Background: an optimization exercise with open tools, aiming at small area. Do not read the settings as production practice. The RTL was checked by simulation tests, not by an equivalence proof against the original design. Power and IR drop assume default switching activity.

==> flow/design.v <==
module debug_snapshot_ctrl #(
    parameter int unsigned ADDR_W = 7,
    parameter int unsigned DATA_W = 32,
    parameter int unsigned SETTLE = 1
) (
    input  logic              clk,
    input  logic              rst_n,
    input  logic              snap_req_i,
    input  logic              live_mode_i,
    input  logic [ADDR_W-1:0] vga_addr_i,
    output logic [DATA_W-1:0] vga_data_o,
    output logic [ADDR_W-1:0] dut_addr_o,
    input  logic [DATA_W-1:0] dut_data_i,
    output logic              busy_o,
    output logic              done_o,
    output logic              snap_valid_o,
    output logic [7:0]        snap_count_o
);
    localparam int unsigned Depth = 1 << ADDR_W;
    localparam logic [ADDR_W:0] LastIdx = (ADDR_W + 1)'(Depth - 1);
    localparam logic [1:0]      SettleCycles = 2'(SETTLE);
    typedef enum logic [1:0] {
        StIdle,
        StScan,
        StDone
    } state_e;
    state_e            state_q, state_d;
    logic [ADDR_W:0]   issue_idx_q, issue_idx_d;
    logic [ADDR_W:0]   wr_idx_q, wr_idx_d;
    logic [1:0]        settle_q, settle_d;
    logic              snap_valid_q, snap_valid_d;
    logic [7:0]        snap_count_q, snap_count_d;
    logic              wr_en;
    logic              start;
    logic              live_sel;
    logic [DATA_W-1:0] snap_mem [Depth];
    assign start = snap_req_i;
    always_ff @(posedge clk or negedge rst_n) begin
        if (!rst_n) begin
            state_q      <= StIdle;
            issue_idx_q  <= '0;
            wr_idx_q     <= '0;
            settle_q     <= '0;
            snap_valid_q <= 1'b0;
            snap_count_q <= '0;
        end else begin
            state_q      <= state_d;
            issue_idx_q  <= issue_idx_d;
            wr_idx_q     <= wr_idx_d;
            settle_q     <= settle_d;
            snap_valid_q <= snap_valid_d;
            snap_count_q <= snap_count_d;
        end
    end
    always_comb begin
        state_d      = state_q;
        issue_idx_d  = issue_idx_q;
        wr_idx_d     = wr_idx_q;
        settle_d     = settle_q;
        snap_valid_d = snap_valid_q;
        snap_count_d = snap_count_q;
        wr_en        = 1'b0;
        unique case (state_q)
            StIdle: begin
                if (start) begin
                    state_d     = StScan;
                    issue_idx_d = '0;
                    wr_idx_d    = '0;
                    settle_d    = '0;
                end
            end
            StScan: begin
                if (issue_idx_q != LastIdx) begin
                    issue_idx_d = issue_idx_q + 1'b1;
                end
                if (settle_q != SettleCycles) begin
                    settle_d = settle_q + 1'b1;
                end else begin
                    wr_en    = 1'b1;
                    wr_idx_d = wr_idx_q + 1'b1;
                    if (wr_idx_q == LastIdx) begin
                        state_d = StDone;
                    end
                end
            end
            StDone: begin
                state_d      = StIdle;
                snap_valid_d = 1'b1;
                snap_count_d = snap_count_q + 8'd1;
            end
            default: state_d = StIdle;
        endcase
    end
    always_ff @(posedge clk) begin
        if (wr_en) begin
            snap_mem[wr_idx_q[ADDR_W-1:0]] <= dut_data_i;
        end
    end
    assign live_sel = (state_q == StIdle) && live_mode_i;
    always_comb begin
        dut_addr_o = live_sel ? vga_addr_i : issue_idx_q[ADDR_W-1:0];
        if (live_sel) begin
            vga_data_o = dut_data_i;
        end else if (snap_valid_q) begin
            vga_data_o = snap_mem[vga_addr_i];
        end else begin
            vga_data_o = '0;
        end
    end
    assign busy_o       = (state_q != StIdle);
    assign done_o       = (state_q == StDone);
    assign snap_valid_o = snap_valid_q;
    assign snap_count_o = snap_count_q;
endmodule
==> flow/run.sh <==
#!/bin/bash
# synth_recipe.tcl (not shown) runs the flow's synth.tcl, then flattens the netlist and writes it again
# the make line also repeats each setting of config.mk as NAME=value (left out here)
make -C /OpenROAD-flow-scripts/flow DESIGN_CONFIG=/design/flow/config.mk WORK_HOME=/design/flow/orfs CLKGATE_MAP_FILE= SYNTH_SCRIPT=/design/flow/synth_recipe.tcl finish
==> flow/config.mk <==
export PLATFORM = sky130hd
export DESIGN_NAME = debug_snapshot_ctrl
export DESIGN_NICKNAME = debug_snapshot_ctrl
export VERILOG_FILES = /design/flow/design.v
export SDC_FILE = /design/flow/constraint.sdc
export NUM_CORES = 4
export LEC_CHECK = 0
export CAP_MARGIN = 20
export CORE_MARGIN = 2
export CORE_UTILIZATION = 40
export SLEW_MARGIN = 20
==> flow/constraint.sdc <==
create_clock -name core_clock -period 12.0 [get_ports {clk}]
set_input_delay 2.4000 -clock core_clock [delete_from_list [all_inputs] [get_ports {clk}]]
set_output_delay 2.4000 -clock core_clock [all_outputs]
set_load 0.01 [all_outputs]
==> qor.yml <==
status: "finished clean"
grt_overflow_total: 0
drtAntennaViolNets: 0
reg2reg_to: "snap_mem[72][7]"
layout.cells.non_filler: 12700
syn_nets: 6726
r2r_start: "state_q[0]"
critPathTopFamily: "buffers and inverters"
crit_end: "vga_data_o[21]"
finalCritPeriodShare: 0.810
grt_setup_unrepaired: "false"
dp.cells: 11900
root_buffer: "clkbuf_16"
io_buffers: 92
hold_buffers: 0
numCtsBuffers: 413
clk_pin_slew_ns: 0.06
initial_core_util: 0.402
cp.arrival_ns: 7.32
cp_slowest_stage_delay_ns: 0.78
die_w_um: 632
vdd_drop_max_uv: 112
htreeDepth: 5
grt_pass1_wl_um: 603000
wl_per_cell_um: 34.3
rr_worst_depth: 5
syn_area_per_cell_um2: 23.6
finClkSkew_ns: 0.115
finalCriticalPeriod_ns: 9.72
synth_seq_cells: 4125
area_growth_pct: 13.9
hpwl_um: 239000
cts_resized: 0
dieArea_mm2: 0.400
fp-row-count: 230
firstDrtPassIters: 6
ios: 93
crit_path_top_delay_cell: "a211oi_1"
ys.flop_type: "edfxtp_1"
core_area_mm2: 0.393
postCtsSetupBuffers: 0
drv_cap: 0
crit_start: "live_mode_i"
wl_um: 435000
cp_max_fo: 43
fmax_mhz: 103
path_depth: 10
cp_num_buf_inv: 4
cts_tree: "done"
worst_slack_ns: 2.28
end_kind: "output port"
track_usage: 0.215
crit_path_start_kind: "primary input"
seq_area_frac_synth: 0.784
clockBufferDepth: 4
critical_path_class: "primary input to output port"
routabilityCongestion: 0.822
die_h_um: 632
cp.required_ns: 9.60
viasPerCell: 5.97
post-route-drc-count: 0
syn-cell-area_mm2: 0.158
synth_cell_type_count: 51
hold_class: "register to register"
dpl_worst_slack_ns: 2.43
slew_violations: 0
final_nets: 7160
worst_pin_slew_ns: 1.22
ys_warn_count: 1
grt_max_degree: 133
drt-initial-drc-count: 11100
clk_latency_ns: 1.02
synth_edf_count: 4096
setup_tns_ns: 0
worstPathCellList: "clkdlybuf4s50_1 > nor3b_2 > buf_4 > nand4bb_4 > buf_4 > nor3_1 > a211oi_1 > and3_1 > o21ai_1 > clkdlybuf4s50_1"
r2r_slack_ns: 8.13
netlist_instances: 6679
async_reset_ff_frac: 0.00703
finalSetupViolCount: 0
grt_pass1_vias: 76000
cts_sinks: 4125
p_per_area_mw_per_mm2: 168
finalHoldViolCount: 0
drive_above_1_share: 0.290
antenna_found_initial: 40
leakage_nw: 55.1
vias: 75700
slew_headroom: 0.183
## cells in the mapped netlist (5+ instances only)
| cell type | number | share of area |
|---|---|---|
| o22ai_1 | 64 | 0.0025 |
| nand2_1 | 69 | 0.0016 |
| buf_2 | 130 | 0.0041 |
| o21ai_0 | 39 | 0.0012 |
| and3_1 | 33 | 0.0013 |
| buf_1 | 41 | 0.00098 |
| o311ai_0 | 30 | 0.0017 |
| nor2b_1 | 42 | 0.0017 |
| nor3_1 | 65 | 0.0021 |
| xor2_1 | 9 | 0.00050 |
| o211ai_1 | 32 | 0.0015 |
| nand3_1 | 18 | 0.00057 |
| mux2_2 | 11 | 0.00078 |
| mux4_2 | 1115 | 0.16 |
| edfxtp_1 | 4096 | 0.78 |
| a22oi_1 | 32 | 0.0015 |
| a21oi_1 | 39 | 0.0012 |
| a211oi_1 | 33 | 0.0016 |
| xnor2_1 | 6 | 0.00033 |
| buf_4 | 28 | 0.0013 |
| dfrtp_1 | 29 | 0.0046 |
| mux2i_1 | 255 | 0.016 |
| or2_2 | 7 | 0.00028 |
| inv_1 | 5 | 0.00012 |
| or3_1 | 6 | 0.00024 |
| nand4_1 | 6 | 0.00024 |
| buf_6 | 11 | 0.00078 |
| nor2_1 | 155 | 0.0037 |
| o21ai_1 | 31 | 0.00098 |
| o221ai_1 | 34 | 0.0019 |
| clkbuf_1 | 170 | 0.0040 |
## worst min-delay path by stage
stage / startpoint / endpoint / cells past startpoint
floorplan: settle_q[0] / settle_q[0] / 2
global placement: snap_count_q[7] / snap_count_q[7] / 1
detailed placement: snap_count_q[7] / snap_count_q[7] / 1
CTS: snap_count_q[7] / snap_count_q[7] / 1
global route: snap_count_q[5] / snap_count_q[5] / 1
finish: snap_count_q[7] / snap_count_q[7] / 1
## cell families after synthesis
logic type,Yosys count,share of synthesized area
flip-flops,4125,0.784
adder cells (fa/ha/maj),4,0.000317
multiplexers,1381,0.176
AND/OR/NAND/NOR,422,0.0127
XOR/XNOR,15,0.000832
AO/OA/AOI/OAI,346,0.0148
buffers and inverters,386,0.0114
## per-layer routing
layer	share of wire	global-route usage	up-vias
li1	-	-	29700
met1	0.39	0.301	41400
met2	0.48	0.341	3978
met3	0.098	0.0438	612
met4	0.033	0.0668	6
met5	0.000083	0	-
## per-stage QoR
step           hold slack (ns)  instance area, um^2  utilization  power, mW
3_5_place_dp             0.488               167000        0.426       18.3
4_1_cts                  0.501               180000        0.458       30.4
2_1_floorplan            0.495               158000            -       17.4
5_1_grt                  0.519               180000        0.458       31.0
3_3_place_gp             0.468               167000        0.426       18.3
6_report                 0.500               180000        0.458       30.2
## layout by cell type, fill, tap and decap left out, types with 7 or more instances in the layout
master / instances
clkinv_2: 70
nor2_4: 128
clkdlybuf4s50_1: 52
or2_2: 7
nor2_1: 26
bufinv_16: 20
o221ai_1: 34
clkbuf_1: 102
o22ai_1: 64
mux2i_1: 255
clkbuf_16: 419
buf_12: 21
edfxtp_1: 4096
diode_2: 17
mux2_2: 11
a211oi_1: 33
nand2_1: 68
a21oi_1: 39
a22oi_1: 32
nor2b_1: 40
mux4_2: 1115
o311ai_1: 20
and3_1: 33
dfrtp_1: 29
inv_6: 10
o211ai_1: 32
buf_4: 319
xor2_1: 9
o21ai_0: 39
o311ai_0: 8
nand3_1: 15
nor3_1: 65
clkinv_1: 113
o21ai_1: 31
## report_power, final
part           internal [mW]  switching, mW  total, mW
combinational          0.614           1.24       1.85
clock                   6.82           5.40       12.2
sequential              16.1         0.0842       16.1
## state kept, by name, summed over array words and instances (netlist names)
| name | cells |
|---|---|
| settle_q | 2 |
| issue_idx_q | 8 |
| snap_mem | 4096 |
| state_q | 2 |
| snap_valid_q | 1 |
| snap_count_q | 8 |
| wr_idx_q | 8 |
## area by class of cell
class / instances / area, um^2
flip-flops and latches: 4125 / 124000
clock buffers: 521 / 10900
clock inverters: 231 / 1760
inverters: 6 / 30.0
fillers: 32200 / 213000
diodes: 17 / 42.5
multi-input cells: 2168 / 33400
well taps: 5220 / 6530
repair buffers: 399 / 3450

## re-timing with driven ports
In the flow no input, the clock included, has a driving cell. The finished layout below was timed again as built, in two steps.
Step 1, drivers: a clkbuf_16 drives clk and a buf_2 each remaining input, both assumed.
Step 2 also shifts input and output timing later by t, the mid clock arrival at the registers, as if the neighbouring blocks saw the same clock.
Three values: no drivers, after step 1, after step 2; two values: the first two.
t, ns: 1.055
setup slack, ns: 2.280 / 2.252 / 2.252
hold slack, ns: 0.500 / 0.500 / 0.500
latest minus earliest clock arrival (ns): 0.134 / 0.135
worst register clock-pin slew, ns: 0.07 / 0.07
After both steps setup and hold are still met in this run. For this run, drivers alone change the setup slack by -0.028 ns; drivers and shift together by -0.028 ns.
